What follows belongs to an exercise in optimizing a design on an open flow for small area, a short achievable clock period and few clock cycles per item; a production flow would make more cautious choices.
In this exercise RTL edits were held to simulation tests only and were not proved equivalent to the original.
Power is estimated from default activity; no workload was simulated.

==> flow/design.v <==
`default_nettype none
package gqd_pkg;
  localparam int PIX_W       = 8;
  localparam int NOISE_W     = 16;
  localparam int LVL_W       = 9;
  localparam int DIM_W       = 13;
  localparam int POS_W       = 12;
  localparam int ADDR_W      = 4;
  localparam int DATA_W      = 32;
  localparam logic [LVL_W-1:0] LEVELS_RST = 9'd16;
  localparam logic [DIM_W-1:0] WIDTH_RST  = 13'd640;
  localparam logic [DIM_W-1:0] HEIGHT_RST = 13'd480;
  typedef enum logic [1:0] {
    REG_LEVELS = 2'd0,
    REG_DITHER = 2'd1,
    REG_WIDTH  = 2'd2,
    REG_HEIGHT = 2'd3
  } gqd_reg_t;
endpackage
`default_nettype wire
`default_nettype none
module gqd_div (
  input  wire logic [7:0] a,
  input  wire logic [6:0] mf,
  output logic      [7:0] prod
);
  logic ws1;
  logic wc1;
  logic ws2;
  logic wc2;
  logic ws3;
  logic wc3;
  logic ws4;
  logic wc4;
  logic ws5;
  logic wc5;
  logic ws6;
  logic wc6;
  logic ws7;
  logic wc7;
  logic ws8;
  logic wc8;
  logic ws9;
  logic wc9;
  logic ws10;
  logic wc10;
  logic ws11;
  logic wc11;
  logic ws12;
  logic wc12;
  logic ws13;
  logic wc13;
  logic ws14;
  logic wc14;
  logic ws15;
  logic wc15;
  logic ws16;
  logic wc16;
  logic ws17;
  logic wc17;
  logic ws18;
  logic wc18;
  logic ws19;
  logic wc19;
  logic ws20;
  logic wc20;
  logic ws21;
  logic wc21;
  logic ws22;
  logic wc22;
  logic ws23;
  logic wc23;
  logic ws24;
  logic wc24;
  logic ws25;
  logic wc25;
  logic ws26;
  logic wc26;
  logic ws27;
  logic wc27;
  logic ws28;
  logic wc28;
  logic ws29;
  logic wc29;
  logic ws30;
  logic wc30;
  logic ws31;
  logic wc31;
  logic ws32;
  logic wc32;
  logic ws33;
  logic wc33;
  logic ws34;
  logic wc34;
  logic ws35;
  logic wc35;
  assign ws1 = (a[0] & mf[6]) ^ (a[1] & mf[5]);
  assign wc1 = (a[0] & mf[6]) & (a[1] & mf[5]);
  assign ws2 = (a[1] & mf[6]) ^ (a[2] & mf[5]) ^ (a[3] & mf[4]);
  assign wc2 = ((a[1] & mf[6]) & (a[2] & mf[5])) | ((a[1] & mf[6]) & (a[3] & mf[4])) | ((a[2] & mf[5]) & (a[3] & mf[4]));
  assign ws3 = (a[2] & mf[6]) ^ (a[3] & mf[5]);
  assign wc3 = (a[2] & mf[6]) & (a[3] & mf[5]);
  assign ws4 = (a[0] & mf[4]) ^ (a[1] & mf[3]);
  assign wc4 = (a[0] & mf[4]) & (a[1] & mf[3]);
  assign ws5 = (a[0] & mf[5]) ^ (a[1] & mf[4]) ^ (a[2] & mf[3]);
  assign wc5 = ((a[0] & mf[5]) & (a[1] & mf[4])) | ((a[0] & mf[5]) & (a[2] & mf[3])) | ((a[1] & mf[4]) & (a[2] & mf[3]));
  assign ws6 = (a[3] & mf[2]) ^ (a[4] & mf[1]);
  assign wc6 = (a[3] & mf[2]) & (a[4] & mf[1]);
  assign ws7 = (a[2] & mf[4]) ^ (a[3] & mf[3]) ^ (a[4] & mf[2]);
  assign wc7 = ((a[2] & mf[4]) & (a[3] & mf[3])) | ((a[2] & mf[4]) & (a[4] & mf[2])) | ((a[3] & mf[3]) & (a[4] & mf[2]));
  assign ws8 = (a[5] & mf[1]) ^ (a[6] & mf[0]) ^ ws1;
  assign wc8 = ((a[5] & mf[1]) & (a[6] & mf[0])) | ((a[5] & mf[1]) & ws1) | ((a[6] & mf[0]) & ws1);
  assign ws9 = (a[4] & mf[3]) ^ (a[5] & mf[2]) ^ (a[6] & mf[1]);
  assign wc9 = ((a[4] & mf[3]) & (a[5] & mf[2])) | ((a[4] & mf[3]) & (a[6] & mf[1])) | ((a[5] & mf[2]) & (a[6] & mf[1]));
  assign ws10 = (a[0] | (a[7] & mf[0])) ^ wc1 ^ ws2;
  assign wc10 = ((a[0] | (a[7] & mf[0])) & wc1) | ((a[0] | (a[7] & mf[0])) & ws2) | (wc1 & ws2);
  assign ws11 = (a[4] & mf[4]) ^ (a[5] & mf[3]) ^ (a[6] & mf[2]);
  assign wc11 = ((a[4] & mf[4]) & (a[5] & mf[3])) | ((a[4] & mf[4]) & (a[6] & mf[2])) | ((a[5] & mf[3]) & (a[6] & mf[2]));
  assign ws12 = (a[1] | (a[7] & mf[1])) ^ wc2 ^ ws3;
  assign wc12 = ((a[1] | (a[7] & mf[1])) & wc2) | ((a[1] | (a[7] & mf[1])) & ws3) | (wc2 & ws3);
  assign ws13 = (a[3] & mf[6]) ^ (a[4] & mf[5]) ^ (a[5] & mf[4]);
  assign wc13 = ((a[3] & mf[6]) & (a[4] & mf[5])) | ((a[3] & mf[6]) & (a[5] & mf[4])) | ((a[4] & mf[5]) & (a[5] & mf[4]));
  assign ws14 = (a[6] & mf[3]) ^ (a[2] | (a[7] & mf[2])) ^ wc3;
  assign wc14 = ((a[6] & mf[3]) & (a[2] | (a[7] & mf[2]))) | ((a[6] & mf[3]) & wc3) | ((a[2] | (a[7] & mf[2])) & wc3);
  assign ws15 = (a[4] & mf[6]) ^ (a[5] & mf[5]) ^ (a[6] & mf[4]);
  assign wc15 = ((a[4] & mf[6]) & (a[5] & mf[5])) | ((a[4] & mf[6]) & (a[6] & mf[4])) | ((a[5] & mf[5]) & (a[6] & mf[4]));
  assign ws16 = (a[0] & mf[3]) ^ (a[1] & mf[2]);
  assign wc16 = (a[0] & mf[3]) & (a[1] & mf[2]);
  assign ws17 = (a[2] & mf[2]) ^ (a[3] & mf[1]) ^ (a[4] & mf[0]);
  assign wc17 = ((a[2] & mf[2]) & (a[3] & mf[1])) | ((a[2] & mf[2]) & (a[4] & mf[0])) | ((a[3] & mf[1]) & (a[4] & mf[0]));
  assign ws18 = (a[5] & mf[0]) ^ wc4 ^ ws5;
  assign wc18 = ((a[5] & mf[0]) & wc4) | ((a[5] & mf[0]) & ws5) | (wc4 & ws5);
  assign ws19 = wc5 ^ wc6 ^ ws7;
  assign wc19 = (wc5 & wc6) | (wc5 & ws7) | (wc6 & ws7);
  assign ws20 = wc7 ^ wc8 ^ ws9;
  assign wc20 = (wc7 & wc8) | (wc7 & ws9) | (wc8 & ws9);
  assign ws21 = wc9 ^ wc10 ^ ws11;
  assign wc21 = (wc9 & wc10) | (wc9 & ws11) | (wc10 & ws11);
  assign ws22 = wc11 ^ wc12 ^ ws13;
  assign wc22 = (wc11 & wc12) | (wc11 & ws13) | (wc12 & ws13);
  assign ws23 = (a[3] | (a[7] & mf[3])) ^ wc13 ^ wc14;
  assign wc23 = ((a[3] | (a[7] & mf[3])) & wc13) | ((a[3] | (a[7] & mf[3])) & wc14) | (wc13 & wc14);
  assign ws24 = (a[5] & mf[6]) ^ (a[6] & mf[5]) ^ (a[4] | (a[7] & mf[4]));
  assign wc24 = ((a[5] & mf[6]) & (a[6] & mf[5])) | ((a[5] & mf[6]) & (a[4] | (a[7] & mf[4]))) | ((a[6] & mf[5]) & (a[4] | (a[7] & mf[4])));
  assign ws25 = (a[0] & mf[2]) ^ (a[1] & mf[1]);
  assign wc25 = (a[0] & mf[2]) & (a[1] & mf[1]);
  assign ws26 = (a[2] & mf[1]) ^ (a[3] & mf[0]) ^ ws16;
  assign wc26 = ((a[2] & mf[1]) & (a[3] & mf[0])) | ((a[2] & mf[1]) & ws16) | ((a[3] & mf[0]) & ws16);
  assign ws27 = ws4 ^ wc16 ^ ws17;
  assign wc27 = (ws4 & wc16) | (ws4 & ws17) | (wc16 & ws17);
  assign ws28 = ws6 ^ wc17 ^ ws18;
  assign wc28 = (ws6 & wc17) | (ws6 & ws18) | (wc17 & ws18);
  assign ws29 = ws8 ^ wc18 ^ ws19;
  assign wc29 = (ws8 & wc18) | (ws8 & ws19) | (wc18 & ws19);
  assign ws30 = ws10 ^ wc19 ^ ws20;
  assign wc30 = (ws10 & wc19) | (ws10 & ws20) | (wc19 & ws20);
  assign ws31 = ws12 ^ wc20 ^ ws21;
  assign wc31 = (ws12 & wc20) | (ws12 & ws21) | (wc20 & ws21);
  assign ws32 = ws14 ^ wc21 ^ ws22;
  assign wc32 = (ws14 & wc21) | (ws14 & ws22) | (wc21 & ws22);
  assign ws33 = ws15 ^ wc22 ^ ws23;
  assign wc33 = (ws15 & wc22) | (ws15 & ws23) | (wc22 & ws23);
  assign ws34 = wc15 ^ wc23 ^ ws24;
  assign wc34 = (wc15 & wc23) | (wc15 & ws24) | (wc23 & ws24);
  assign ws35 = (a[6] & mf[6]) ^ (a[5] | (a[7] & mf[5])) ^ wc24;
  assign wc35 = ((a[6] & mf[6]) & (a[5] | (a[7] & mf[5]))) | ((a[6] & mf[6]) & wc24) | ((a[5] | (a[7] & mf[5])) & wc24);
  logic [14:0] row_a, row_b;
  assign row_a = {a[7], (a[6] | (a[7] & mf[6])), wc34, wc33, wc32, wc31, wc30, wc29, wc28, wc27, wc26, wc25, (a[2] & mf[0]), (a[0] & mf[1]), (a[0] & mf[0])};
  assign row_b = {1'b0, wc35, ws35, ws34, ws33, ws32, ws31, ws30, ws29, ws28, ws27, ws26, ws25, (a[1] & mf[0]), 1'b0};
  logic [14:0] sum;
  assign sum  = row_a + row_b;
  assign prod = sum[14:7];
endmodule
module gqd_mulr (
  input  wire logic [7:0] v,
  input  wire logic [7:0] n,
  output logic      [7:0] r
);
  logic ws1;
  logic wc1;
  logic ws2;
  logic wc2;
  logic ws3;
  logic wc3;
  logic ws4;
  logic wc4;
  logic ws5;
  logic wc5;
  logic ws6;
  logic wc6;
  logic ws7;
  logic wc7;
  logic ws8;
  logic wc8;
  logic ws9;
  logic wc9;
  logic ws10;
  logic wc10;
  logic ws11;
  logic wc11;
  logic ws12;
  logic wc12;
  logic ws13;
  logic wc13;
  logic ws14;
  logic wc14;
  logic ws15;
  logic wc15;
  logic ws16;
  logic wc16;
  logic ws17;
  logic wc17;
  logic ws18;
  logic wc18;
  logic ws19;
  logic wc19;
  logic ws20;
  logic wc20;
  logic ws21;
  logic wc21;
  logic ws22;
  logic wc22;
  logic ws23;
  logic wc23;
  assign ws1 = (v[0] & n[6]) ^ (v[1] & n[5]);
  assign wc1 = (v[0] & n[6]) & (v[1] & n[5]);
  assign ws2 = (v[0] & n[7]) ^ (v[1] & n[6]) ^ (v[2] & n[5]);
  assign wc2 = ((v[0] & n[7]) & (v[1] & n[6])) | ((v[0] & n[7]) & (v[2] & n[5])) | ((v[1] & n[6]) & (v[2] & n[5]));
  assign ws3 = (v[3] & n[4]) ^ (v[4] & n[3]);
  assign wc3 = (v[3] & n[4]) & (v[4] & n[3]);
  assign ws4 = (v[0] & n[4]) ^ (v[1] & n[3]);
  assign wc4 = (v[0] & n[4]) & (v[1] & n[3]);
  assign ws5 = (v[0] & n[5]) ^ (v[1] & n[4]) ^ (v[2] & n[3]);
  assign wc5 = ((v[0] & n[5]) & (v[1] & n[4])) | ((v[0] & n[5]) & (v[2] & n[3])) | ((v[1] & n[4]) & (v[2] & n[3]));
  assign ws6 = (v[3] & n[2]) ^ (v[4] & n[1]);
  assign wc6 = (v[3] & n[2]) & (v[4] & n[1]);
  assign ws7 = (v[2] & n[4]) ^ (v[3] & n[3]) ^ (v[4] & n[2]);
  assign wc7 = ((v[2] & n[4]) & (v[3] & n[3])) | ((v[2] & n[4]) & (v[4] & n[2])) | ((v[3] & n[3]) & (v[4] & n[2]));
  assign ws8 = (v[5] & n[1]) ^ (v[6] & n[0]) ^ ws1;
  assign wc8 = ((v[5] & n[1]) & (v[6] & n[0])) | ((v[5] & n[1]) & ws1) | ((v[6] & n[0]) & ws1);
  assign ws9 = (v[5] & n[2]) ^ (v[6] & n[1]) ^ (v[7] & n[0]);
  assign wc9 = ((v[5] & n[2]) & (v[6] & n[1])) | ((v[5] & n[2]) & (v[7] & n[0])) | ((v[6] & n[1]) & (v[7] & n[0]));
  assign ws10 = wc1 ^ ws2 ^ ws3;
  assign wc10 = (wc1 & ws2) | (wc1 & ws3) | (ws2 & ws3);
  assign ws11 = (v[0] & n[3]) ^ (v[1] & n[2]);
  assign wc11 = (v[0] & n[3]) & (v[1] & n[2]);
  assign ws12 = (v[2] & n[2]) ^ (v[3] & n[1]) ^ (v[4] & n[0]);
  assign wc12 = ((v[2] & n[2]) & (v[3] & n[1])) | ((v[2] & n[2]) & (v[4] & n[0])) | ((v[3] & n[1]) & (v[4] & n[0]));
  assign ws13 = (v[5] & n[0]) ^ wc4 ^ ws5;
  assign wc13 = ((v[5] & n[0]) & wc4) | ((v[5] & n[0]) & ws5) | (wc4 & ws5);
  assign ws14 = wc5 ^ wc6 ^ ws7;
  assign wc14 = (wc5 & wc6) | (wc5 & ws7) | (wc6 & ws7);
  assign ws15 = wc7 ^ wc8 ^ ws9;
  assign wc15 = (wc7 & wc8) | (wc7 & ws9) | (wc8 & ws9);
  assign ws16 = wc2 ^ wc3 ^ wc9;
  assign wc16 = (wc2 & wc3) | (wc2 & wc9) | (wc3 & wc9);
  assign ws17 = (v[0] & n[2]) ^ (v[1] & n[1]);
  assign wc17 = (v[0] & n[2]) & (v[1] & n[1]);
  assign ws18 = (v[2] & n[1]) ^ (v[3] & n[0]) ^ ws11;
  assign wc18 = ((v[2] & n[1]) & (v[3] & n[0])) | ((v[2] & n[1]) & ws11) | ((v[3] & n[0]) & ws11);
  assign ws19 = ws4 ^ wc11 ^ ws12;
  assign wc19 = (ws4 & wc11) | (ws4 & ws12) | (wc11 & ws12);
  assign ws20 = ws6 ^ wc12 ^ ws13;
  assign wc20 = (ws6 & wc12) | (ws6 & ws13) | (wc12 & ws13);
  assign ws21 = ws8 ^ wc13 ^ ws14;
  assign wc21 = (ws8 & wc13) | (ws8 & ws14) | (wc13 & ws14);
  assign ws22 = ws10 ^ wc14 ^ ws15;
  assign wc22 = (ws10 & wc14) | (ws10 & ws15) | (wc14 & ws15);
  assign ws23 = wc10 ^ wc15 ^ ws16;
  assign wc23 = (wc10 & wc15) | (wc10 & ws16) | (wc15 & ws16);
  logic [7:0] row_a, row_b;
  assign row_a = {wc21, wc20, wc19, wc18, wc17, (v[2] & n[0]), (v[0] & n[1]), (v[0] & n[0])};
  assign row_b = {ws22, ws21, ws20, ws19, ws18, ws17, (v[1] & n[0]), 1'b0};
  assign r = row_a + row_b;
endmodule
`default_nettype wire
`default_nettype none
module gqd_build
(
  input  wire logic [8:0] levels,
  output logic [2:0]      shift,
  output logic [6:0]      mul,
  output logic            big,
  output logic            pow2
);
  logic [7:0] nm1;
  logic [7:0] d;
  always_comb begin
    nm1   = levels[7:0] - 1'b1;           
    big   = levels > 9'd128;
    pow2  = !big && ((levels & (levels - 1'b1)) == 9'd0);
    shift = nm1[6] ? 3'd7 : nm1[5] ? 3'd6 : nm1[4] ? 3'd5 : nm1[3] ? 3'd4 :
            nm1[2] ? 3'd3 : nm1[1] ? 3'd2 : nm1[0] ? 3'd1 : 3'd0;
    if (levels == 9'd0) begin
      shift = 3'd0;
    end
    d = (levels == 9'd0) ? 8'd128 : 8'(levels[7:0] << (3'd7 - shift));
    case (6'(d - 8'd65))
      6'd0: mul = 7'd125;
      6'd1: mul = 7'd121;
      6'd2: mul = 7'd117;
      6'd3: mul = 7'd113;
      6'd4: mul = 7'd110;
      6'd5: mul = 7'd107;
      6'd6: mul = 7'd103;
      6'd7: mul = 7'd100;
      6'd8: mul = 7'd97;
      6'd9: mul = 7'd94;
      6'd10: mul = 7'd91;
      6'd11: mul = 7'd88;
      6'd12: mul = 7'd85;
      6'd13: mul = 7'd83;
      6'd14: mul = 7'd80;
      6'd15: mul = 7'd77;
      6'd16: mul = 7'd75;
      6'd17: mul = 7'd72;
      6'd18: mul = 7'd70;
      6'd19: mul = 7'd68;
      6'd20: mul = 7'd65;
      6'd21: mul = 7'd63;
      6'd22: mul = 7'd61;
      6'd23: mul = 7'd59;
      6'd24: mul = 7'd57;
      6'd25: mul = 7'd55;
      6'd26: mul = 7'd53;
      6'd27: mul = 7'd51;
      6'd28: mul = 7'd49;
      6'd29: mul = 7'd47;
      6'd30: mul = 7'd45;
      6'd31: mul = 7'd43;
      6'd32: mul = 7'd41;
      6'd33: mul = 7'd40;
      6'd34: mul = 7'd38;
      6'd35: mul = 7'd36;
      6'd36: mul = 7'd35;
      6'd37: mul = 7'd33;
      6'd38: mul = 7'd32;
      6'd39: mul = 7'd30;
      6'd40: mul = 7'd29;
      6'd41: mul = 7'd27;
      6'd42: mul = 7'd26;
      6'd43: mul = 7'd24;
      6'd44: mul = 7'd23;
      6'd45: mul = 7'd21;
      6'd46: mul = 7'd20;
      6'd47: mul = 7'd19;
      6'd48: mul = 7'd17;
      6'd49: mul = 7'd16;
      6'd50: mul = 7'd15;
      6'd51: mul = 7'd14;
      6'd52: mul = 7'd13;
      6'd53: mul = 7'd11;
      6'd54: mul = 7'd10;
      6'd55: mul = 7'd9;
      6'd56: mul = 7'd8;
      6'd57: mul = 7'd7;
      6'd58: mul = 7'd6;
      6'd59: mul = 7'd5;
      6'd60: mul = 7'd4;
      6'd61: mul = 7'd3;
      6'd62: mul = 7'd2;
      6'd63: mul = 7'd0;
      default: mul = '0;
    endcase
  end
endmodule
`default_nettype wire
`default_nettype none
module gqd_pipe
(
  input  wire logic        clk,
  input  wire logic        rst_n,
  input  wire logic [7:0]  n_lo_i,      
  input  wire logic [2:0]  shift_i,     
  input  wire logic [6:0]  mul_i,
  input  wire logic        big_i,
  input  wire logic        pow2_i,
  input  wire logic        dither_i,
  input  wire logic [12:0] width_i,
  input  wire logic [12:0] height_i,
  input  wire logic        in_valid,
  output logic             in_ready,
  input  wire logic [23:0] in_data,
  output logic             out_valid,
  input  wire logic        out_ready,
  output logic [8:0]       out_data
);
  localparam int PW = gqd_pkg::POS_W;
  logic en, accept;
  logic sk_valid_r;
  assign en       = !sk_valid_r;
  assign in_ready = en;
  assign accept   = in_valid && en;
  logic [PW-1:0] col_r, row_r;
  logic [PW:0]   col_p1, row_p1;
  logic          row_end, plane_end, pos;
  always_comb begin
    col_p1    = {1'b0, col_r} + 1'b1;
    row_p1    = {1'b0, row_r} + 1'b1;
    row_end   = col_p1[PW] || (col_p1 >= width_i);
    plane_end = row_end && (row_p1[PW] || (row_p1 >= height_i));
    pos       = !(col_r[0] ^ row_r[0]);
  end
  always_ff @(posedge clk) begin
    if (!rst_n) begin
      col_r <= '0;
      row_r <= '0;
    end else if (accept) begin
      col_r <= row_end ? '0 : col_p1[PW-1:0];
      if (row_end) begin
        row_r <= plane_end ? '0 : row_p1[PW-1:0];
      end
    end
  end
  logic       s1_v, s1_pe, s1_up, s1_incu, s1_incd;
  logic [7:0] s1_p;
  logic [6:0] s1_fh;
  always_ff @(posedge clk) begin
    if (!rst_n) begin
      s1_v <= 1'b0;
    end else if (en) begin
      s1_v <= accept;
    end
    if (en) begin
      s1_pe   <= plane_end;
      s1_p    <= in_data[23:16];
      s1_fh   <= dither_i ? in_data[15:9] : 7'd0;
      s1_up   <= dither_i && pos;
      s1_incu <= dither_i && pos && (in_data[15:0] != 16'd0);
      s1_incd <= dither_i && !pos && (in_data[15:0] == 16'hFFFF);
    end
  end
  logic [7:0] p1;
  gqd_div u_div1 (
    .a    ({1'b0, s1_fh}),
    .mf   (mul_i),
    .prod (p1)
  );
  logic       s2_v, s2_pe, s2_up, s2_inc;
  logic [7:0] s2_p;
  logic [7:0] s2_prod;
  always_ff @(posedge clk) begin
    if (!rst_n) begin
      s2_v <= 1'b0;
    end else if (en) begin
      s2_v <= s1_v;
    end
    if (en) begin
      s2_pe   <= s1_pe;
      s2_p    <= s1_p;
      s2_up   <= s1_up;
      s2_inc  <= s1_incu || (s1_incd && pow2_i);
      s2_prod <= big_i ? 8'd0 : p1;
    end
  end
  logic [6:0] q1;
  logic [9:0] vsum;
  logic [7:0] v;
  always_comb begin
    q1 = 7'(s2_prod >> shift_i);
    if (s2_up) begin
      vsum = {2'b00, s2_p} + {3'b000, q1} + {9'd0, s2_inc};
      v    = vsum[8] ? 8'hFF : vsum[7:0];
    end else begin
      vsum = {2'b00, s2_p} - {3'b000, q1} - {9'd0, s2_inc};
      v    = vsum[9] ? 8'h00 : vsum[7:0];
    end
  end
  logic       s3_v, s3_pe;
  logic [7:0] s3_vp;
  always_ff @(posedge clk) begin
    if (!rst_n) begin
      s3_v <= 1'b0;
    end else if (en) begin
      s3_v <= s2_v;
    end
    if (en) begin
      s3_pe <= s2_pe;
      s3_vp <= v;
    end
  end
  logic [7:0] r, y;
  logic       sgn;
  gqd_mulr u_mulr (
    .v (s3_vp),
    .n (n_lo_i),
    .r (r)
  );
  always_comb begin
    sgn = r > 8'd128;
    y   = sgn ? 8'(r - 8'd129) : 8'(8'd128 - r);
  end
  logic       s4_v, s4_pe, s4_sgn;
  logic [7:0] s4_vp, s4_y;
  always_ff @(posedge clk) begin
    if (!rst_n) begin
      s4_v <= 1'b0;
    end else if (en) begin
      s4_v <= s3_v;
    end
    if (en) begin
      s4_pe  <= s3_pe;
      s4_vp  <= s3_vp;
      s4_y   <= y;
      s4_sgn <= sgn;
    end
  end
  logic [7:0] p2;
  gqd_div u_div2 (
    .a    (s4_y),
    .mf   (mul_i),
    .prod (p2)
  );
  logic       s5_v, s5_pe, s5_sgn;
  logic [7:0] s5_vp;
  logic [7:0] s5_prod;
  always_ff @(posedge clk) begin
    if (!rst_n) begin
      s5_v <= 1'b0;
    end else if (en) begin
      s5_v <= s4_v;
    end
    if (en) begin
      s5_pe   <= s4_pe;
      s5_vp   <= s4_vp;
      s5_sgn  <= s4_sgn;
      s5_prod <= big_i ? 8'd0 : p2;
    end
  end
  logic [7:0] q2;
  logic [8:0] osum;
  logic [7:0] opix;
  always_comb begin
    q2 = 8'(s5_prod >> shift_i);
    if (s5_sgn) begin
      osum = {1'b0, s5_vp} - {1'b0, q2} - 9'd1;    
    end else begin
      osum = {1'b0, s5_vp} + {1'b0, q2};
    end
    opix = osum[8] ? 8'hFF : osum[7:0];
  end
  logic       out_valid_r;
  logic [8:0] out_data_r, sk_data_r;
  always_ff @(posedge clk) begin
    if (!rst_n) begin
      out_valid_r <= 1'b0;
      sk_valid_r  <= 1'b0;
    end else if (en) begin
      if (!out_valid_r || out_ready) begin
        out_valid_r <= s5_v;
      end else begin
        sk_valid_r  <= s5_v;
      end
    end else if (out_ready) begin
      sk_valid_r  <= 1'b0;
    end
    if (en) begin
      if (!out_valid_r || out_ready) begin
        out_data_r <= {opix, s5_pe};
      end else begin
        sk_data_r  <= {opix, s5_pe};
      end
    end else if (out_ready) begin
      out_data_r <= sk_data_r;
    end
  end
  assign out_valid = out_valid_r;
  assign out_data  = out_data_r;
endmodule
`default_nettype wire
`default_nettype none
module gray_quantizer_with_dither
(
  input  wire logic              clk,
  input  wire logic              rst_n,
  input  wire logic              in_valid,
  output logic                   in_ready,
  input  wire logic [23:0]       in_data,
  output logic                   out_valid,
  input  wire logic              out_ready,
  output logic [8:0]             out_data,
  input  wire logic              psel,
  input  wire logic              penable,
  input  wire logic              pwrite,
  input  wire logic [gqd_pkg::ADDR_W-1:0] paddr,
  input  wire logic [gqd_pkg::DATA_W-1:0] pwdata,
  output logic [gqd_pkg::DATA_W-1:0]      prdata,
  output logic                   pready
);
  logic [gqd_pkg::LVL_W-1:0] levels_r;
  logic                      dither_r;
  logic [gqd_pkg::DIM_W-1:0] width_r;
  logic [gqd_pkg::DIM_W-1:0] height_r;
  logic [7:0]                n_lo;
  logic [2:0]                shift_r;
  logic [6:0]                mul_r;
  gqd_pkg::gqd_reg_t         reg_idx;
  logic                      wr_en;
  assign pready  = 1'b1;
  assign reg_idx = gqd_pkg::gqd_reg_t'(paddr[gqd_pkg::ADDR_W-1:2]);
  assign wr_en   = psel && penable && pwrite;
  always_ff @(posedge clk) begin
    if (!rst_n) begin
      levels_r <= gqd_pkg::LEVELS_RST;
      dither_r <= 1'b0;
      width_r  <= gqd_pkg::WIDTH_RST;
      height_r <= gqd_pkg::HEIGHT_RST;
    end else if (wr_en) begin
      case (reg_idx)
        gqd_pkg::REG_LEVELS: levels_r <= pwdata[gqd_pkg::LVL_W-1:0];
        gqd_pkg::REG_DITHER: dither_r <= pwdata[0];
        gqd_pkg::REG_WIDTH:  width_r  <= pwdata[gqd_pkg::DIM_W-1:0];
        gqd_pkg::REG_HEIGHT: height_r <= pwdata[gqd_pkg::DIM_W-1:0];
        default: begin
        end
      endcase
    end
  end
  logic [2:0] shift_c;
  logic [6:0] mul_c;
  logic       big_c, pow2_c;
  gqd_build u_build (
    .levels (levels_r),
    .shift  (shift_c),
    .mul    (mul_c),
    .big    (big_c),
    .pow2   (pow2_c)
  );
  always_ff @(posedge clk) begin
    shift_r <= shift_c;
    mul_r   <= mul_c;
  end
  assign n_lo = (levels_r == '0) ? 8'd1 : levels_r[7:0];
  always_comb begin
    case (reg_idx)
      gqd_pkg::REG_LEVELS: prdata = gqd_pkg::DATA_W'(levels_r);
      gqd_pkg::REG_DITHER: prdata = gqd_pkg::DATA_W'(dither_r);
      gqd_pkg::REG_WIDTH:  prdata = gqd_pkg::DATA_W'(width_r);
      gqd_pkg::REG_HEIGHT: prdata = gqd_pkg::DATA_W'(height_r);
      default:             prdata = '0;
    endcase
  end
  gqd_pipe u_pipe (
    .clk       (clk),
    .rst_n     (rst_n),
    .n_lo_i    (n_lo),
    .shift_i   (shift_r),
    .mul_i     (mul_r),
    .big_i     (big_c),
    .pow2_i    (pow2_c),
    .dither_i  (dither_r),
    .width_i   (width_r),
    .height_i  (height_r),
    .in_valid  (in_valid),
    .in_ready  (in_ready),
    .in_data   (in_data),
    .out_valid (out_valid),
    .out_ready (out_ready),
    .out_data  (out_data)
  );
endmodule
`default_nettype wire
==> flow/run.sh <==
#!/bin/bash
# synth_recipe.tcl (not shown) runs the flow's synth.tcl, then flattens the netlist and writes it again
# the make line also repeats each setting of config.mk as NAME=value (left out here)
make -C /OpenROAD-flow-scripts/flow DESIGN_CONFIG=/design/flow/config.mk WORK_HOME=/design/flow/orfs CLKGATE_MAP_FILE= SYNTH_SCRIPT=/design/flow/synth_recipe.tcl finish
==> flow/config.mk <==
export PLATFORM = sky130hd
export DESIGN_NAME = gray_quantizer_with_dither
export DESIGN_NICKNAME = gray_quantizer_with_dither
export VERILOG_FILES = /design/flow/design.v
export SDC_FILE = /design/flow/constraint.sdc
export NUM_CORES = 4
export LEC_CHECK = 0
export CAP_MARGIN = 20
export CORE_MARGIN = 2
export CORE_UTILIZATION = 45
export CTS_BUF_LIST = sky130_fd_sc_hd__clkbuf_4 sky130_fd_sc_hd__clkbuf_8
export CTS_CLUSTER_SIZE = 40
export SETUP_SLACK_MARGIN = 4.5
export SLEW_MARGIN = 20
==> flow/constraint.sdc <==
create_clock -name core_clock -period 8.0 [get_ports {clk}]
set_input_delay 1.6000 -clock core_clock [delete_from_list [all_inputs] [get_ports {clk}]]
set_output_delay 1.6000 -clock core_clock [all_outputs]
set_load 0.01 [all_outputs]
==> flow_summary.html, run 1 <==
<table>
<tr><th>Metric</th><th>Value</th></tr>
<tr><th colspan="2">Global route</th></tr>
<tr><td>Aggregate global routing overflow</td><td>0</td></tr>
<tr><td>Met3 Use GR</td><td>0.0301</td></tr>
<tr><td>First-pass GRT wire length</td><td>62.3 mm</td></tr>
<tr><td>Global Route met1 Usage</td><td>0.268</td></tr>
<tr><td>Number of antenna violations at the first check in global routing</td><td>0</td></tr>
<tr><td>Most heavily used metal layer in global routing</td><td>met2</td></tr>
<tr><td>Pin count of the biggest net entering global routing</td><td>68</td></tr>
<tr><td>Number of global-route vias before repair</td><td>12641</td></tr>
<tr><td>Met2 track utilization from global routing</td><td>0.390</td></tr>
<tr><td>Overall fraction of global-route tracks in use</td><td>0.218</td></tr>
<tr><th colspan="2">Yosys</th></tr>
<tr><td>Register bit total from synthesis</td><td>178</td></tr>
<tr><td>Biggest area consumer among synthesized cells</td><td>sky130_fd_sc_hd__edfxtp_1</td></tr>
<tr><td>Number of standard cells after synthesis</td><td>1654</td></tr>
<tr><td>Number of flops mapped to enable cells by yosys</td><td>101</td></tr>
<tr><td>Share of synthesized area occupied by flip-flops and latches</td><td>0.305</td></tr>
<tr><td>Top cells by area, synth</td><td>sky130_fd_sc_hd__edfxtp_1 (20%), sky130_fd_sc_hd__ha_1 (10%), sky130_fd_sc_hd__dfxtp_1 (10%)</td></tr>
<tr><td>Number of warning messages in the yosys log</td><td>3</td></tr>
<tr><td>Avg Inst Size Synth</td><td>9.08 µm²</td></tr>
<tr><td>Area share of the largest cell type after synthesis</td><td>0.202</td></tr>
<tr><td>Netlist area before placement</td><td>0.0150 mm²</td></tr>
<tr><td>Async set-or-reset flop fraction in the synthesized netlist</td><td>0</td></tr>
<tr><td>Most frequent cell after synthesis</td><td>sky130_fd_sc_hd__nand2_1</td></tr>
<tr><td>Synth cell count leaders</td><td>sky130_fd_sc_hd__nand2_1 (201), sky130_fd_sc_hd__inv_1 (181), sky130_fd_sc_hd__ha_1 (126), sky130_fd_sc_hd__edfxtp_1 (101), sky130_fd_sc_hd__and2_1 (89)</td></tr>
<tr><td>Unique masters post-synth</td><td>88</td></tr>
<tr><td>Primary flip-flop cell chosen by synthesis mapping</td><td>sky130_fd_sc_hd__edfxtp_1</td></tr>
<tr><th colspan="2">STA</th></tr>
<tr><td>Clock period minus final worst setup slack</td><td>4.01 ns</td></tr>
<tr><td>Total negative slack</td><td>0 ns</td></tr>
<tr><td>RSZ-0062 raised after global routing</td><td>true</td></tr>
<tr><td>Final Hold Slack</td><td>0.425 ns</td></tr>
<tr><td>Worst-case headroom to the max-slew limit</td><td>0.369</td></tr>
<tr><td>Setup violations, final</td><td>0</td></tr>
<tr><td>Final max-slew violation count</td><td>0</td></tr>
<tr><td>Worst clock skew</td><td>0.0261 ns</td></tr>
<tr><td>Highest attainable clock frequency</td><td>250 MHz</td></tr>
<tr><td>Worst Tran Pin Value</td><td>0.943 ns</td></tr>
<tr><td>Count of final hold-check violations</td><td>0</td></tr>
<tr><td>Part of the cycle the worst path needs</td><td>0.501</td></tr>
<tr><th colspan="2">Setup path</th></tr>
<tr><td>Nature of the critical path endpoint</td><td>flop</td></tr>
<tr><td>Required time of the critical path</td><td>8.25 ns</td></tr>
<tr><td>Category of cells accounting for the largest share of critical-path delay</td><td>adder cells</td></tr>
<tr><td>Ordered cell list for the critical path</td><td>and2_4 &gt; fa_2 &gt; inv_2 &gt; fa_2 &gt; fa_1 &gt; inv_1 &gt; ha_2 &gt; or3_1 &gt; o211ai_1 &gt; a21oi_2 &gt; o41ai_4 &gt; o21ai_1 &gt; xnor2_1 &gt; nor2_1</td></tr>
<tr><td>Peak per-stage delay on the critical path</td><td>0.53 ns</td></tr>
<tr><td>Worst Setup SP</td><td>u_pipe.s4_y[2]$_DFFE_PN_</td></tr>
<tr><td>Worst Path Arrival</td><td>4.26 ns</td></tr>
<tr><td>CP Buf/Inv Count</td><td>2</td></tr>
<tr><td>Most numerous cell on the critical path</td><td>sky130_fd_sc_hd__fa_2</td></tr>
<tr><td>Maximum fanout count along the critical path</td><td>4</td></tr>
<tr><td>Standard cell with the maximum stage delay on the critical path</td><td>sky130_fd_sc_hd__fa_2</td></tr>
<tr><td>Worst reg2reg startpoint</td><td>u_pipe.s4_y[2]$_DFFE_PN_</td></tr>
<tr><td>Startpoint kind of the worst setup timing path</td><td>flop</td></tr>
<tr><td>Worst Path Class, Setup</td><td>reg2reg</td></tr>
<tr><th colspan="2">Layout</th></tr>
<tr><td>Count of antenna diodes in the layout</td><td>0</td></tr>
<tr><td>Ratio of cells with drive above 1 in the final layout</td><td>0.283</td></tr>
<tr><td>Final net count</td><td>2130</td></tr>
<tr><td>Layout Area Growth over Synthesis</td><td>30.1%</td></tr>
<tr><td>Finished Core Util</td><td>0.597</td></tr>
<tr><th colspan="2">Power and ir drop</th></tr>
<tr><td>Power density over cell area</td><td>194 mW/mm²</td></tr>
<tr><td>Leakage Power</td><td>8.33 nW</td></tr>
<tr><td>Overall power after layout</td><td>3.80 mW</td></tr>
<tr><td>Maximum vdd ir drop</td><td>0.118 mV</td></tr>
<tr><th colspan="2">Detailed routing</th></tr>
<tr><td>Remaining number of nets flagged by the antenna check after routing</td><td>0</td></tr>
<tr><td>Wirelength per Cell</td><td>16.8 µm</td></tr>
<tr><td>DRC violations left</td><td>0</td></tr>
<tr><td>Vias per inst</td><td>5.41</td></tr>
<tr><td>Total length of routed wires</td><td>38.9 mm</td></tr>
<tr><td>Via count</td><td>12541</td></tr>
<tr><td>TritonRoute pass-1 iters</td><td>5</td></tr>
<tr><td>Starting DRT DRC Count</td><td>897</td></tr>
<tr><th colspan="2">Floorplan</th></tr>
<tr><td>Row Count</td><td>66</td></tr>
<tr><td>Number of placed I/O pins</td><td>111</td></tr>
<tr><td>Core region area</td><td>0.0327 mm²</td></tr>
<tr><td>Chip Width</td><td>187 µm</td></tr>
<tr><td>Die outline area</td><td>0.0348 mm²</td></tr>
<tr><td>Die Ht</td><td>187 µm</td></tr>
<tr><td>Starting utilization of the core area</td><td>0.459</td></tr>
<tr><th colspan="2">CTS</th></tr>
<tr><td>Root Buffer Master</td><td>sky130_fd_sc_hd__clkbuf_8</td></tr>
<tr><td>Clock tree from TritonCTS</td><td>yes</td></tr>
<tr><td>Reg clk slew, reported paths</td><td>0.11 ns</td></tr>
<tr><td>Clock sinks</td><td>178</td></tr>
<tr><td>Number of clock buffers inserted by TritonCTS</td><td>17</td></tr>
<tr><td>Number of hold buffers added after CTS</td><td>0</td></tr>
<tr><td>Clock buffer depth</td><td>2</td></tr>
<tr><td>H-tree lvl count</td><td>4</td></tr>
<tr><td>Clock latency on the worst-skew pair</td><td>0.50 ns</td></tr>
<tr><th colspan="2">Run status</th></tr>
<tr><td>Run status</td><td>finished clean</td></tr>
<tr><th colspan="2">Run</th></tr>
<tr><td>Total of max-cap violations</td><td>0</td></tr>
<tr><th colspan="2">Worst hold path</th></tr>
<tr><td>Start point of the worst hold path</td><td>u_pipe.s4_vp[4]$_DFFE_PN_</td></tr>
<tr><td>Class of the worst hold path</td><td>reg2reg</td></tr>
<tr><th colspan="2">Place</th></tr>
<tr><td>Port Buffer Count</td><td>69</td></tr>
<tr><td>Weighted congestion at the end of routability-driven global placement</td><td>0.859</td></tr>
<tr><td>DP HPWL</td><td>25.3 mm</td></tr>
</table>
sequential cells by signal, summed over array words and instances, names as in the netlist, 9 cells and up:
signal	flops
height_r	13
levels_r	9
u_pipe.col_r	12
u_pipe.out_data_r	9
u_pipe.row_r	12
u_pipe.sk_data_r	9
width_r	13
power breakdown:
group | internal (mW) | total (mW) | switching (mW)
logic | 0.945 | 1.85 | 0.908
registers | 1.15 | 1.29 | 0.137
clock network | 0.267 | 0.658 | 0.391
path summary, 6_finish.rpt:
check / to / slack [ns] / cells past startpoint
max: u_pipe.s5_prod[7]$_SDFFCE_PP0N_ / 3.99 / 14
min: u_pipe.s5_vp[4]$_DFFE_PN_ / 0.43 / 0
max reg2reg: u_pipe.s5_prod[7]$_SDFFCE_PP0N_ / 3.99 / 14
min reg2reg: u_pipe.s5_vp[4]$_DFFE_PN_ / 0.43 / 0
cells in the final DEF, fill, tap and decap left out, types with 40 or more instances in the layout:
cell type,count
sky130_fd_sc_hd__ha_1,103
sky130_fd_sc_hd__clkdlybuf4s50_1,53
sky130_fd_sc_hd__edfxtp_1,101
sky130_fd_sc_hd__nand2_1,186
sky130_fd_sc_hd__inv_1,170
sky130_fd_sc_hd__dfxtp_1,58
sky130_fd_sc_hd__buf_4,130
sky130_fd_sc_hd__and2_1,80
sky130_fd_sc_hd__nor2_1,60
sky130_fd_sc_hd__fa_1,59
sky130_fd_sc_hd__o21ai_0,40
sky130_fd_sc_hd__buf_6,43
worst reg2reg max path, cell delays in order, from the launching register on:
cell                       delay (ns)
sky130_fd_sc_hd__edfxtp_1        0.47
sky130_fd_sc_hd__and2_4          0.20
sky130_fd_sc_hd__fa_2            0.53
sky130_fd_sc_hd__inv_2           0.04
sky130_fd_sc_hd__fa_2            0.42
sky130_fd_sc_hd__fa_1            0.51
sky130_fd_sc_hd__inv_1           0.04
sky130_fd_sc_hd__ha_2            0.17
sky130_fd_sc_hd__or3_1           0.36
sky130_fd_sc_hd__o211ai_1        0.26
sky130_fd_sc_hd__a21oi_2         0.14
sky130_fd_sc_hd__o41ai_4         0.30
sky130_fd_sc_hd__o21ai_1         0.14
sky130_fd_sc_hd__xnor2_1         0.14
sky130_fd_sc_hd__nor2_1          0.05
timing repair:
action	CTS	global route
pin swaps	89	106
endpoints found under the setup margin	95	91
cloned	9	1
setup buffers	128	41
resized for setup	282	151
routing by layer:
layer  part of all wire  routed length (µm)  vias to the layer above
met5                  0                   0                        -
met4              0.031                1220                        0
met3              0.042                1640                       89
met2               0.50               19300                      343
met1               0.43               16700                     6090
li1                   -                   -                     6019
layout make-up:
cell class,count,area [µm²]
well taps,442,553
flip-flops and latches,178,4630
clock buffers,17,234
inverters,183,723
multi-input cells,1232,10900
repair buffers,250,2340
fillers,2812,13200
clock inverters,15,180
kinds of logic after synthesis:
family                     after synthesis  synth area share
DFF                                    178             0.305
other                                    2          0.000500
adders and majority gates              201             0.205
muxes                                   47            0.0339
buffers and inverters                  267            0.0738
AOI/OAI and AO/OA                      330             0.149
xor gates and xnor gates                83            0.0493
and+or+nand+nor                        546             0.184
stage by stage:
stage               std cells  cell area [µm²]  setup slack (ns)
floorplan                1672            15600              4.10
global placement         2105            16300              2.56
detailed placement       2105            16300              2.58
CTS                      2274            18600              4.02
global route             2317            19500              3.77
finish                   2317            19500              3.99
Testbench counts, summed over its fixed seeds: cycles 131,552, pixels 131,072.
==> run 2: changes to the inputs <==
--- a/flow/config.mk
+++ b/flow/config.mk
@@ -7,2 +7,3 @@
 export LEC_CHECK = 0
+export ABC_AREA = 1
 export CAP_MARGIN = 20
@@ -12,3 +13,3 @@
 export CTS_CLUSTER_SIZE = 40
-export SETUP_SLACK_MARGIN = 4.5
+export SETUP_SLACK_MARGIN = 3.8
 export SLEW_MARGIN = 20
==> flow_summary.html, run 2 <==
<table>
<tr><th>Metric</th><th>Value</th></tr>
<tr><th colspan="2">Run status</th></tr>
<tr><td>Run status</td><td>finished clean (unchanged)</td></tr>
<tr><th colspan="2">Power and ir drop</th></tr>
<tr><td>Power density over cell area</td><td>259 mW/mm² (was 194 mW/mm²)</td></tr>
<tr><td>Maximum vdd ir drop</td><td>0.218 mV (was 0.118 mV)</td></tr>
<tr><td>Overall power after layout</td><td>4.37 mW (was 3.80 mW)</td></tr>
<tr><td>Leakage Power</td><td>8.37 nW (was 8.33 nW)</td></tr>
<tr><th colspan="2">Detailed routing</th></tr>
<tr><td>Remaining number of nets flagged by the antenna check after routing</td><td>0 (unchanged)</td></tr>
<tr><td>Vias per inst</td><td>5.00 (was 5.41)</td></tr>
<tr><td>Via count</td><td>12328 (was 12541)</td></tr>
<tr><td>TritonRoute pass-1 iters</td><td>5 (unchanged)</td></tr>
<tr><td>Total length of routed wires</td><td>33.6 mm (was 38.9 mm)</td></tr>
<tr><td>DRC violations left</td><td>0 (unchanged)</td></tr>
<tr><td>Wirelength per Cell</td><td>13.6 µm (was 16.8 µm)</td></tr>
<tr><td>Starting DRT DRC Count</td><td>751 (was 897)</td></tr>
<tr><th colspan="2">CTS</th></tr>
<tr><td>Number of clock buffers inserted by TritonCTS</td><td>17 (unchanged)</td></tr>
<tr><td>Reg clk slew, reported paths</td><td>0.10 ns (was 0.11 ns)</td></tr>
<tr><td>Root Buffer Master</td><td>sky130_fd_sc_hd__clkbuf_8 (unchanged)</td></tr>
<tr><td>H-tree lvl count</td><td>4 (unchanged)</td></tr>
<tr><td>Clock sinks</td><td>178 (unchanged)</td></tr>
<tr><td>Clock latency on the worst-skew pair</td><td>0.47 ns (was 0.50 ns)</td></tr>
<tr><td>Number of hold buffers added after CTS</td><td>0 (unchanged)</td></tr>
<tr><td>Clock tree from TritonCTS</td><td>yes (unchanged)</td></tr>
<tr><td>Clock buffer depth</td><td>2 (unchanged)</td></tr>
<tr><th colspan="2">Yosys</th></tr>
<tr><td>Primary flip-flop cell chosen by synthesis mapping</td><td>sky130_fd_sc_hd__edfxtp_1 (unchanged)</td></tr>
<tr><td>Netlist area before placement</td><td>0.0150 mm² (about the same)</td></tr>
<tr><td>Number of warning messages in the yosys log</td><td>3 (unchanged)</td></tr>
<tr><td>Register bit total from synthesis</td><td>178 (unchanged)</td></tr>
<tr><td>Number of flops mapped to enable cells by yosys</td><td>101 (unchanged)</td></tr>
<tr><td>Biggest area consumer among synthesized cells</td><td>sky130_fd_sc_hd__edfxtp_1 (unchanged)</td></tr>
<tr><td>Number of standard cells after synthesis</td><td>1935 (was 1654)</td></tr>
<tr><td>Avg Inst Size Synth</td><td>7.74 µm² (was 9.08 µm²)</td></tr>
<tr><td>Top cells by area, synth</td><td>sky130_fd_sc_hd__edfxtp_1 (20%), sky130_fd_sc_hd__nand2_1 (12%), sky130_fd_sc_hd__ha_1 (11%) (was sky130_fd_sc_hd__edfxtp_1 (20%), sky130_fd_sc_hd__ha_1 (10%), sky130_fd_sc_hd__dfxtp_1 (10%))</td></tr>
<tr><td>Synth cell count leaders</td><td>sky130_fd_sc_hd__nand2_1 (484), sky130_fd_sc_hd__inv_1 (357), sky130_fd_sc_hd__ha_1 (126), sky130_fd_sc_hd__a21oi_1 (120), sky130_fd_sc_hd__o21ai_0 (104) (was sky130_fd_sc_hd__nand2_1 (201), sky130_fd_sc_hd__inv_1 (181), sky130_fd_sc_hd__ha_1 (126), sky130_fd_sc_hd__edfxtp_1 (101), sky130_fd_sc_hd__and2_1 (89))</td></tr>
<tr><td>Share of synthesized area occupied by flip-flops and latches</td><td>0.305 (about the same)</td></tr>
<tr><td>Area share of the largest cell type after synthesis</td><td>0.202 (about the same)</td></tr>
<tr><td>Async set-or-reset flop fraction in the synthesized netlist</td><td>0 (unchanged)</td></tr>
<tr><td>Most frequent cell after synthesis</td><td>sky130_fd_sc_hd__nand2_1 (unchanged)</td></tr>
<tr><td>Unique masters post-synth</td><td>58 (was 88)</td></tr>
<tr><th colspan="2">Setup path</th></tr>
<tr><td>Required time of the critical path</td><td>6.40 ns (was 8.25 ns)</td></tr>
<tr><td>Maximum fanout count along the critical path</td><td>5 (was 4)</td></tr>
<tr><td>Worst reg2reg startpoint</td><td>u_pipe.s4_y[1]$_DFFE_PN_ (was u_pipe.s4_y[2]$_DFFE_PN_)</td></tr>
<tr><td>Standard cell with the maximum stage delay on the critical path</td><td>sky130_fd_sc_hd__clkinvlp_4 (was sky130_fd_sc_hd__fa_2)</td></tr>
<tr><td>Ordered cell list for the critical path</td><td>buf_4 &gt; nor2_4 &gt; clkinvlp_4 &gt; buf_6 &gt; o221ai_4 &gt; buf_2 (was and2_4 &gt; fa_2 &gt; inv_2 &gt; fa_2 &gt; fa_1 &gt; inv_1 &gt; ha_2 &gt; or3_1 &gt; o211ai_1 &gt; a21oi_2 &gt; o41ai_4 &gt; o21ai_1 &gt; xnor2_1 &gt; nor2_1)</td></tr>
<tr><td>Register-to-register setup slack</td><td>3.92 ns (was 3.99 ns)</td></tr>
<tr><td>Number of cells on the worst reg-to-reg path</td><td>15 (was 14)</td></tr>
<tr><td>Worst Path Class, Setup</td><td>in2out (was reg2reg)</td></tr>
<tr><td>Worst Path Arrival</td><td>2.58 ns (was 4.26 ns)</td></tr>
<tr><td>Nature of the critical path endpoint</td><td>output port (was flop)</td></tr>
<tr><td>Startpoint kind of the worst setup timing path</td><td>input port (was flop)</td></tr>
<tr><td>Peak per-stage delay on the critical path</td><td>0.18 ns (was 0.53 ns)</td></tr>
<tr><td>Capture instance of the worst register-to-register path</td><td>u_pipe.s5_prod[7]$_SDFFCE_PP0N_ (unchanged)</td></tr>
<tr><th colspan="2">Layout</th></tr>
<tr><td>Final Instance Count excl. Fillers</td><td>2465 (was 2317)</td></tr>
<tr><td>Registers with the most flip-flops</td><td>height_r (13), width_r (13) (unchanged)</td></tr>
<tr><td>Final net count</td><td>2278 (was 2130)</td></tr>
<tr><td>Finished Core Util</td><td>0.516 (was 0.597)</td></tr>
<tr><td>Count of antenna diodes in the layout</td><td>0 (unchanged)</td></tr>
<tr><td>Leading cell types in the layout, fill and taps excluded</td><td>sky130_fd_sc_hd__nand2_1 (480), sky130_fd_sc_hd__inv_1 (350), sky130_fd_sc_hd__ha_1 (121) (was sky130_fd_sc_hd__nand2_1 (186), sky130_fd_sc_hd__inv_1 (170), sky130_fd_sc_hd__buf_4 (130))</td></tr>
<tr><td>Ratio of cells with drive above 1 in the final layout</td><td>0.0924 (was 0.283)</td></tr>
<tr><td>Most common library cell in the layout ignoring fill and taps</td><td>sky130_fd_sc_hd__nand2_1 (unchanged)</td></tr>
<tr><td>Flip-flop and latch area</td><td>0.00461 mm² (was 0.00463 mm²)</td></tr>
<tr><td>Layout Area Growth over Synthesis</td><td>12.3% (was 30.1%)</td></tr>
<tr><td># fillers</td><td>3136 (was 2812)</td></tr>
<tr><td>Area used by multi-input combinational logic</td><td>0.00890 mm² (was 0.0109 mm²)</td></tr>
<tr><th colspan="2">Place</th></tr>
<tr><td>Worst slack after detailed placement</td><td>2.53 ns (was 2.58 ns)</td></tr>
<tr><td>Weighted congestion at the end of routability-driven global placement</td><td>0.880 (was 0.859)</td></tr>
<tr><td>DP HPWL</td><td>25.5 mm (was 25.3 mm)</td></tr>
<tr><td>Count of placed standard cells including taps</td><td>2397 (was 2105)</td></tr>
<tr><td>Port Buffer Count</td><td>69 (unchanged)</td></tr>
<tr><th colspan="2">Global route</th></tr>
<tr><td>Number of global-route vias before repair</td><td>11611 (was 12641)</td></tr>
<tr><td>Pin count of the biggest net entering global routing</td><td>78 (was 68)</td></tr>
<tr><td>Number of antenna violations at the first check in global routing</td><td>0 (unchanged)</td></tr>
<tr><td>First-pass GRT wire length</td><td>55.8 mm (was 62.3 mm)</td></tr>
<tr><td>Aggregate global routing overflow</td><td>0 (unchanged)</td></tr>
<tr><td>Overall fraction of global-route tracks in use</td><td>0.195 (was 0.218)</td></tr>
<tr><th colspan="2">Floorplan</th></tr>
<tr><td>Row Count</td><td>66 (unchanged)</td></tr>
<tr><td>Number of placed I/O pins</td><td>111 (unchanged)</td></tr>
<tr><td>Chip Width</td><td>186 µm (was 187 µm)</td></tr>
<tr><td>Starting utilization of the core area</td><td>0.459 (about the same)</td></tr>
<tr><td>Die Ht</td><td>186 µm (was 187 µm)</td></tr>
<tr><td>Die outline area</td><td>0.0348 mm² (about the same)</td></tr>
<tr><td>Core region area</td><td>0.0326 mm² (was 0.0327 mm²)</td></tr>
<tr><th colspan="2">Worst hold path</th></tr>
<tr><td>Class of the worst hold path</td><td>reg2reg (unchanged)</td></tr>
<tr><td>Worst hold stages</td><td>0 (unchanged)</td></tr>
<tr><td>Capture endpoint of the worst hold path</td><td>u_pipe.s5_vp[4]$_DFFE_PN_ (unchanged)</td></tr>
<tr><td>Start point of the worst hold path</td><td>u_pipe.s4_vp[4]$_DFFE_PN_ (unchanged)</td></tr>
<tr><th colspan="2">STA</th></tr>
<tr><td>Worst setup margin</td><td>3.82 ns (was 3.99 ns)</td></tr>
<tr><td>Worst Tran Pin Value</td><td>1.04 ns (was 0.943 ns)</td></tr>
<tr><td>Total negative slack</td><td>0 ns (unchanged)</td></tr>
<tr><td>Clock period minus final worst setup slack</td><td>4.18 ns (was 4.01 ns)</td></tr>
<tr><td>Worst-case headroom to the max-slew limit</td><td>0.305 (was 0.369)</td></tr>
<tr><td>Part of the cycle the worst path needs</td><td>0.523 (was 0.501)</td></tr>
<tr><td>Setup violations, final</td><td>0 (unchanged)</td></tr>
<tr><td>Final max-slew violation count</td><td>0 (unchanged)</td></tr>
<tr><td>Worst clock skew</td><td>0.0160 ns (was 0.0261 ns)</td></tr>
<tr><td>RSZ-0062 raised after global routing</td><td>true (unchanged)</td></tr>
<tr><td>Highest attainable clock frequency</td><td>239 MHz (was 250 MHz)</td></tr>
<tr><td>Count of final hold-check violations</td><td>0 (unchanged)</td></tr>
<tr><th colspan="2">Run</th></tr>
<tr><td>Total of max-cap violations</td><td>0 (unchanged)</td></tr>
</table>
## run 2: cell count changes after synthesis, sizes merged, moves of 47 or more
cell    delta
nand3     +71
a21boi    -47
a21oi     +60
and2      -86
nand2    +298
inv      +181
## run 2: where the power goes
part           switching [mW]  leakage, nW  internal, mW  total [mW]
logic                    1.40         6.43         0.954        2.35
registers               0.191         1.74          1.21        1.40
clock network           0.375        0.195         0.239       0.614
total                    1.96         8.37          2.40        4.37
## run 2: cell type report
type,instances,area share
inverters,365,0.0830
repair buffers,109,0.0578
well taps,442,0.0329
repair inverters,1,0.000297
multi-input cells,1338,0.529
flip-flops and latches,178,0.274
clock buffers,18,0.0147
clock inverters,14,0.00840
## run 2: metrics by stage
step	area, µm²	hold slack, ns
floorplan	15000	0.400
global placement	15900	0.402
detailed placement	15900	0.405
CTS	16500	0.429
global route	16800	0.436
finish	16800	0.427
## run 2: kinds of logic after synthesis
kind of cell | synth area share
compound gates | 0.113
xor+xnor | 0.0321
buf+inv | 0.118
other cells | 0.000501
flops | 0.305
simple gates | 0.225
fa+ha+maj | 0.205
## run 2: what timing repair did
action                                  CTS  global route
setup buffers                            13            22
cloned                                    0             1
pin swaps                                 3            12
gates resized for setup                  85            45
endpoints found under the setup margin   31            40
## run 2: how the worst max path moves through the flow
stage                             start                         endpoint  slack [ns]
2_1_floorplan  levels_r[1]$_SDFFE_PN0P_         u_pipe.s4_y[3]$_DFFE_PN_        3.90
3_3_place_gp                   paddr[3]                        prdata[5]        2.53
3_5_place_dp                   paddr[3]                        prdata[5]        2.53
4_1_cts                        paddr[3]                        prdata[5]        3.78
5_1_grt        u_pipe.s4_y[3]$_DFFE_PN_  u_pipe.s5_prod[7]$_SDFFCE_PP0N_        3.74
6_report                       paddr[3]                        prdata[2]        3.82
## run 2: critical path: cells and delay by family
kind | cells | cell delay (ns)
simple gates | 1 | 0.16
compound gates | 1 | 0.17
buf+inv | 4 | 0.65
## run 2: metal layers
layer | track usage | wire [µm]
met1 | 0.270 | 16300
met2 | 0.323 | 15600
met3 | 0.0310 | 1410
met4 | 0.0391 | 339
met5 | 0 | 0
==> run 3: changes to the inputs <==
--- a/flow/config.mk
+++ b/flow/config.mk
@@ -13,3 +13,3 @@
 export CTS_CLUSTER_SIZE = 40
-export SETUP_SLACK_MARGIN = 3.8
+export SETUP_SLACK_MARGIN = 4.0
 export SLEW_MARGIN = 20
==> flow_summary.html, run 3 <==
<table>
<tr><th>Metric</th><th>Value</th></tr>
<tr><th colspan="2">Power and ir drop</th></tr>
<tr><td>Power density over cell area</td><td>277 mW/mm² (was 259 mW/mm²)</td></tr>
<tr><td>Clock network power share</td><td>0.159 (was 0.141)</td></tr>
<tr><td>Fraction of power spent switching nets</td><td>0.432 (was 0.450)</td></tr>
<tr><td>Leakage Power</td><td>8.61 nW (was 8.37 nW)</td></tr>
<tr><td>Maximum vdd ir drop</td><td>0.380 mV (was 0.218 mV)</td></tr>
<tr><td>P_sw</td><td>2.10 mW (was 1.96 mW)</td></tr>
<tr><td>Sequential share of power</td><td>0.287 (was 0.321)</td></tr>
<tr><td>Share of total power in combinational logic</td><td>0.554 (was 0.539)</td></tr>
<tr><td>Internal cell power</td><td>2.76 mW (was 2.40 mW)</td></tr>
<tr><th colspan="2">Detailed routing</th></tr>
<tr><td>Starting DRT DRC Count</td><td>693 (was 751)</td></tr>
<tr><td>Wirelength per Cell</td><td>14.3 µm (was 13.6 µm)</td></tr>
<tr><td>Total length of routed wires</td><td>35.7 mm (was 33.6 mm)</td></tr>
<tr><td>Remaining number of nets flagged by the antenna check after routing</td><td>0 (unchanged)</td></tr>
<tr><td>Vias per inst</td><td>5.04 (was 5.00)</td></tr>
<tr><td>DRC violations left</td><td>0 (unchanged)</td></tr>
<tr><td>Via count</td><td>12561 (was 12328)</td></tr>
<tr><td>TritonRoute pass-1 iters</td><td>6 (was 5)</td></tr>
<tr><th colspan="2">Layout</th></tr>
<tr><td>Final non-filler cell area</td><td>0.0175 mm² (was 0.0168 mm²)</td></tr>
<tr><td>Layout Area Growth over Synthesis</td><td>17.0% (was 12.3%)</td></tr>
<tr><td>Most common library cell in the layout ignoring fill and taps</td><td>sky130_fd_sc_hd__nand2_1 (unchanged)</td></tr>
<tr><td>Count of antenna diodes in the layout</td><td>0 (unchanged)</td></tr>
<tr><td>Registers with the most flip-flops</td><td>height_r (13), width_r (13) (unchanged)</td></tr>
<tr><td>Final net count</td><td>2304 (was 2278)</td></tr>
<tr><td>Ratio of cells with drive above 1 in the final layout</td><td>0.134 (was 0.0924)</td></tr>
<tr><td>Leading cell types in the layout, fill and taps excluded</td><td>sky130_fd_sc_hd__nand2_1 (464), sky130_fd_sc_hd__inv_1 (340), sky130_fd_sc_hd__ha_1 (116) (was sky130_fd_sc_hd__nand2_1 (480), sky130_fd_sc_hd__inv_1 (350), sky130_fd_sc_hd__ha_1 (121))</td></tr>
<tr><th colspan="2">Floorplan</th></tr>
<tr><td>Starting utilization of the core area</td><td>0.459 (unchanged)</td></tr>
<tr><td>Chip Width</td><td>186 µm (unchanged)</td></tr>
<tr><td>Die outline area</td><td>0.0348 mm² (unchanged)</td></tr>
<tr><td>Number of placed I/O pins</td><td>111 (unchanged)</td></tr>
<tr><td>Core region area</td><td>0.0326 mm² (unchanged)</td></tr>
<tr><td>Row Count</td><td>66 (unchanged)</td></tr>
<tr><td>Die Ht</td><td>186 µm (unchanged)</td></tr>
<tr><th colspan="2">Yosys</th></tr>
<tr><td>Number of flops mapped to enable cells by yosys</td><td>101 (unchanged)</td></tr>
<tr><td>Largest family of logic cells by synthesized area</td><td>simple AND/OR/NAND/NOR gates (unchanged)</td></tr>
<tr><td>Primary flip-flop cell chosen by synthesis mapping</td><td>sky130_fd_sc_hd__edfxtp_1 (unchanged)</td></tr>
<tr><td>Fraction of the mapped netlist area in compound gates</td><td>0.113 (unchanged)</td></tr>
<tr><td>Netlist area before placement</td><td>0.0150 mm² (unchanged)</td></tr>
<tr><td>Number of warning messages in the yosys log</td><td>3 (unchanged)</td></tr>
<tr><td>Async set-or-reset flop fraction in the synthesized netlist</td><td>0 (unchanged)</td></tr>
<tr><td>Fraction of synthesized cell area in xor and xnor cells</td><td>0.0321 (unchanged)</td></tr>
<tr><td>Share of synthesized area occupied by flip-flops and latches</td><td>0.305 (unchanged)</td></tr>
<tr><td>Simple-gate share of the synthesized area</td><td>0.225 (unchanged)</td></tr>
<tr><td>Top cells by area, synth</td><td>sky130_fd_sc_hd__edfxtp_1 (20%), sky130_fd_sc_hd__nand2_1 (12%), sky130_fd_sc_hd__ha_1 (11%) (unchanged)</td></tr>
<tr><td>Register bit total from synthesis</td><td>178 (unchanged)</td></tr>
<tr><td>Area share of the largest cell type after synthesis</td><td>0.202 (unchanged)</td></tr>
<tr><td>Number of standard cells after synthesis</td><td>1935 (unchanged)</td></tr>
<tr><td>Portion of netlist area occupied by mux cells</td><td>0 (unchanged)</td></tr>
<tr><td>Synth cell count leaders</td><td>sky130_fd_sc_hd__nand2_1 (484), sky130_fd_sc_hd__inv_1 (357), sky130_fd_sc_hd__ha_1 (126), sky130_fd_sc_hd__a21oi_1 (120), sky130_fd_sc_hd__o21ai_0 (104) (unchanged)</td></tr>
<tr><td>Post-Synth Adder-Cell Area</td><td>0.205 (unchanged)</td></tr>
<tr><td>Most frequent cell after synthesis</td><td>sky130_fd_sc_hd__nand2_1 (unchanged)</td></tr>
<tr><td>Unique masters post-synth</td><td>58 (unchanged)</td></tr>
<tr><td>Biggest area consumer among synthesized cells</td><td>sky130_fd_sc_hd__edfxtp_1 (unchanged)</td></tr>
<tr><td>Avg Inst Size Synth</td><td>7.74 µm² (unchanged)</td></tr>
<tr><th colspan="2">Setup path</th></tr>
<tr><td>Maximum fanout count along the critical path</td><td>4 (was 5)</td></tr>
<tr><td>Peak per-stage delay on the critical path</td><td>0.17 ns (was 0.18 ns)</td></tr>
<tr><td>Required time of the critical path</td><td>6.40 ns (about the same)</td></tr>
<tr><td>Worst Path Class, Setup</td><td>in2out (unchanged)</td></tr>
<tr><td>Nature of the critical path endpoint</td><td>output port (unchanged)</td></tr>
<tr><td>Category of cells accounting for the largest share of critical-path delay</td><td>buffers and inverters (unchanged)</td></tr>
<tr><td>CP Buf/Inv Count</td><td>4 (unchanged)</td></tr>
<tr><td>Worst Path Arrival</td><td>2.51 ns (was 2.58 ns)</td></tr>
<tr><td>Ordered cell list for the critical path</td><td>buf_12 &gt; nor2_4 &gt; clkinvlp_4 &gt; buf_6 &gt; o221ai_4 &gt; buf_2 (was buf_4 &gt; nor2_4 &gt; clkinvlp_4 &gt; buf_6 &gt; o221ai_4 &gt; buf_2)</td></tr>
<tr><td>Standard cell with the maximum stage delay on the critical path</td><td>sky130_fd_sc_hd__buf_2 (was sky130_fd_sc_hd__clkinvlp_4)</td></tr>
<tr><td>Startpoint kind of the worst setup timing path</td><td>input port (unchanged)</td></tr>
<tr><th colspan="2">CTS</th></tr>
<tr><td>Root Buffer Master</td><td>sky130_fd_sc_hd__clkbuf_8 (unchanged)</td></tr>
<tr><td>Number of hold buffers added after CTS</td><td>0 (unchanged)</td></tr>
<tr><td>Clock latency on the worst-skew pair</td><td>0.47 ns (about the same)</td></tr>
<tr><td>H-tree lvl count</td><td>4 (unchanged)</td></tr>
<tr><td>Number of clock buffers inserted by TritonCTS</td><td>17 (unchanged)</td></tr>
<tr><td>Reg clk slew, reported paths</td><td>0.09 ns (was 0.10 ns)</td></tr>
<tr><td>Clock tree from TritonCTS</td><td>yes (unchanged)</td></tr>
<tr><td>Clock sinks</td><td>178 (unchanged)</td></tr>
<tr><td>Clock buffer depth</td><td>2 (unchanged)</td></tr>
<tr><th colspan="2">Place</th></tr>
<tr><td>Weighted congestion at the end of routability-driven global placement</td><td>0.891 (was 0.880)</td></tr>
<tr><td>Port Buffer Count</td><td>69 (unchanged)</td></tr>
<tr><td>Cell area after placement</td><td>0.0159 mm² (about the same)</td></tr>
<tr><td>DP HPWL</td><td>25.8 mm (was 25.5 mm)</td></tr>
<tr><th colspan="2">STA</th></tr>
<tr><td>Final max-slew violation count</td><td>0 (unchanged)</td></tr>
<tr><td>RSZ-0062 raised after global routing</td><td>true (unchanged)</td></tr>
<tr><td>Count of final hold-check violations</td><td>0 (unchanged)</td></tr>
<tr><td>Highest attainable clock frequency</td><td>243 MHz (was 239 MHz)</td></tr>
<tr><td>Clock period minus final worst setup slack</td><td>4.11 ns (was 4.18 ns)</td></tr>
<tr><td>Setup violations, final</td><td>0 (unchanged)</td></tr>
<tr><td>Part of the cycle the worst path needs</td><td>0.514 (was 0.523)</td></tr>
<tr><td>Worst Tran Pin Value</td><td>0.837 ns (was 1.04 ns)</td></tr>
<tr><td>Worst-case headroom to the max-slew limit</td><td>0.438 (was 0.305)</td></tr>
<tr><td>Total negative slack</td><td>0 ns (unchanged)</td></tr>
<tr><td>Worst clock skew</td><td>0.0141 ns (was 0.0160 ns)</td></tr>
<tr><th colspan="2">Global route</th></tr>
<tr><td>Aggregate global routing overflow</td><td>0 (unchanged)</td></tr>
<tr><td>Overall fraction of global-route tracks in use</td><td>0.201 (was 0.195)</td></tr>
<tr><td>Pin count of the biggest net entering global routing</td><td>54 (was 78)</td></tr>
<tr><td>Number of antenna violations at the first check in global routing</td><td>0 (unchanged)</td></tr>
<tr><td>Number of global-route vias before repair</td><td>12083 (was 11611)</td></tr>
<tr><td>First-pass GRT wire length</td><td>57.7 mm (was 55.8 mm)</td></tr>
<tr><th colspan="2">Worst hold path</th></tr>
<tr><td>Class of the worst hold path</td><td>reg2reg (unchanged)</td></tr>
<tr><th colspan="2">Run status</th></tr>
<tr><td>Run status</td><td>finished clean (unchanged)</td></tr>
<tr><th colspan="2">Run</th></tr>
<tr><td>Total of max-cap violations</td><td>0 (unchanged)</td></tr>
</table>
## run 3: worst reg2reg max path, stage by stage, from the launching register on
cell and delay, ns:
sky130_fd_sc_hd__dfxtp_4 0.40, sky130_fd_sc_hd__clkinv_8 0.07, sky130_fd_sc_hd__ha_4 0.17, sky130_fd_sc_hd__nand3_4 0.10
sky130_fd_sc_hd__nor2_8 0.05, sky130_fd_sc_hd__nand2_8 0.09, sky130_fd_sc_hd__inv_8 0.05, sky130_fd_sc_hd__nor2_4 0.15
sky130_fd_sc_hd__nand2_2 0.08, sky130_fd_sc_hd__fa_1 0.51, sky130_fd_sc_hd__inv_1 0.05, sky130_fd_sc_hd__fa_1 0.48
sky130_fd_sc_hd__ha_4 0.30, sky130_fd_sc_hd__inv_1 0.04, sky130_fd_sc_hd__or2_2 0.30, sky130_fd_sc_hd__nand2_1 0.07
sky130_fd_sc_hd__a21oi_1 0.07, sky130_fd_sc_hd__xnor2_1 0.29, sky130_fd_sc_hd__nor2_2 0.10, sky130_fd_sc_hd__inv_2 0.17
sky130_fd_sc_hd__nand2_4 0.10, sky130_fd_sc_hd__nand2_1 0.07, sky130_fd_sc_hd__nand2_1 0.07
## run 3: per-layer routing
metal | global-route usage | share of wire
met1 | 0.274 | 0.48
met5 | 0 | 0
met3 | 0.0284 | 0.034
met4 | 0.0452 | 0.0097
met2 | 0.342 | 0.48
## run 3: path summary, 6_finish.rpt
check             slack [ns]                       end  depth (start not counted)                      from
setup / recovery        3.89                 prdata[2]                          6                  paddr[3]
hold / removal          0.43  u_pipe.s2_p[6]$_DFFE_PN_                          0  u_pipe.s1_p[6]$_DFFE_PN_
setup reg to reg        3.99  u_pipe.s4_y[1]$_DFFE_PN_                         22  levels_r[0]$_SDFFE_PN0P_
hold reg to reg         0.43  u_pipe.s2_p[6]$_DFFE_PN_                          0  u_pipe.s1_p[6]$_DFFE_PN_
## run 3: logic make-up after synthesis
family	Yosys count
simple gates	764
flops	178
fa+ha+maj	201
compound gates	299
xor+xnor	54
other cells	2
buf+inv	437
## run 3: power by group through the flow
stage          clock, mW  sequential (mW)  combinational, mW
2_1_floorplan          0             1.30               1.82
3_3_place_gp           0             1.43               2.18
3_5_place_dp           0             1.44               2.22
4_1_cts            0.791             1.39               2.38
5_1_grt            0.824             1.41               3.09
6_report           0.772             1.39               2.69
## run 3: timing repair
action,4_1_cts,5_1_grt
endpoints found under the setup margin,60,54
pin swaps,8,42
gates resized for setup,135,109
buffers inserted,26,35
gates cloned,0,1
## run 3: through the flow
step	util	std cells	setup WS (ns)	total power [mW]	hold slack (ns)
6_report	0.537	2491	3.89	4.85	0.431
5_1_grt	0.537	2491	3.85	5.32	0.435
4_1_cts	0.516	2455	3.92	4.56	0.429
3_5_place_dp	0.489	2397	2.53	3.66	0.406
3_3_place_gp	0.489	2397	2.53	3.62	0.402
2_1_floorplan	-	1953	4.01	3.11	0.400
## run 3: area by class of cell
type	instances	area, µm²
Fill cell	3041	15100
Multi-Input combinational cell	1338	9230
Sequential cell	178	4620
Inverter	365	1420
Timing Repair Buffer	135	1210
Tap cell	442	553
Clock buffer	18	248
Clock inverter	14	245
Timing Repair inverter	1	7.51

Check on run 3: ideal ports give 3.889 ns setup slack; a clkbuf_16 on the clock port and buf_2 on the inputs give 3.841 ns; moving port delays by the midpoint clock arrival (0.516 ns) as well gives 3.841 ns.
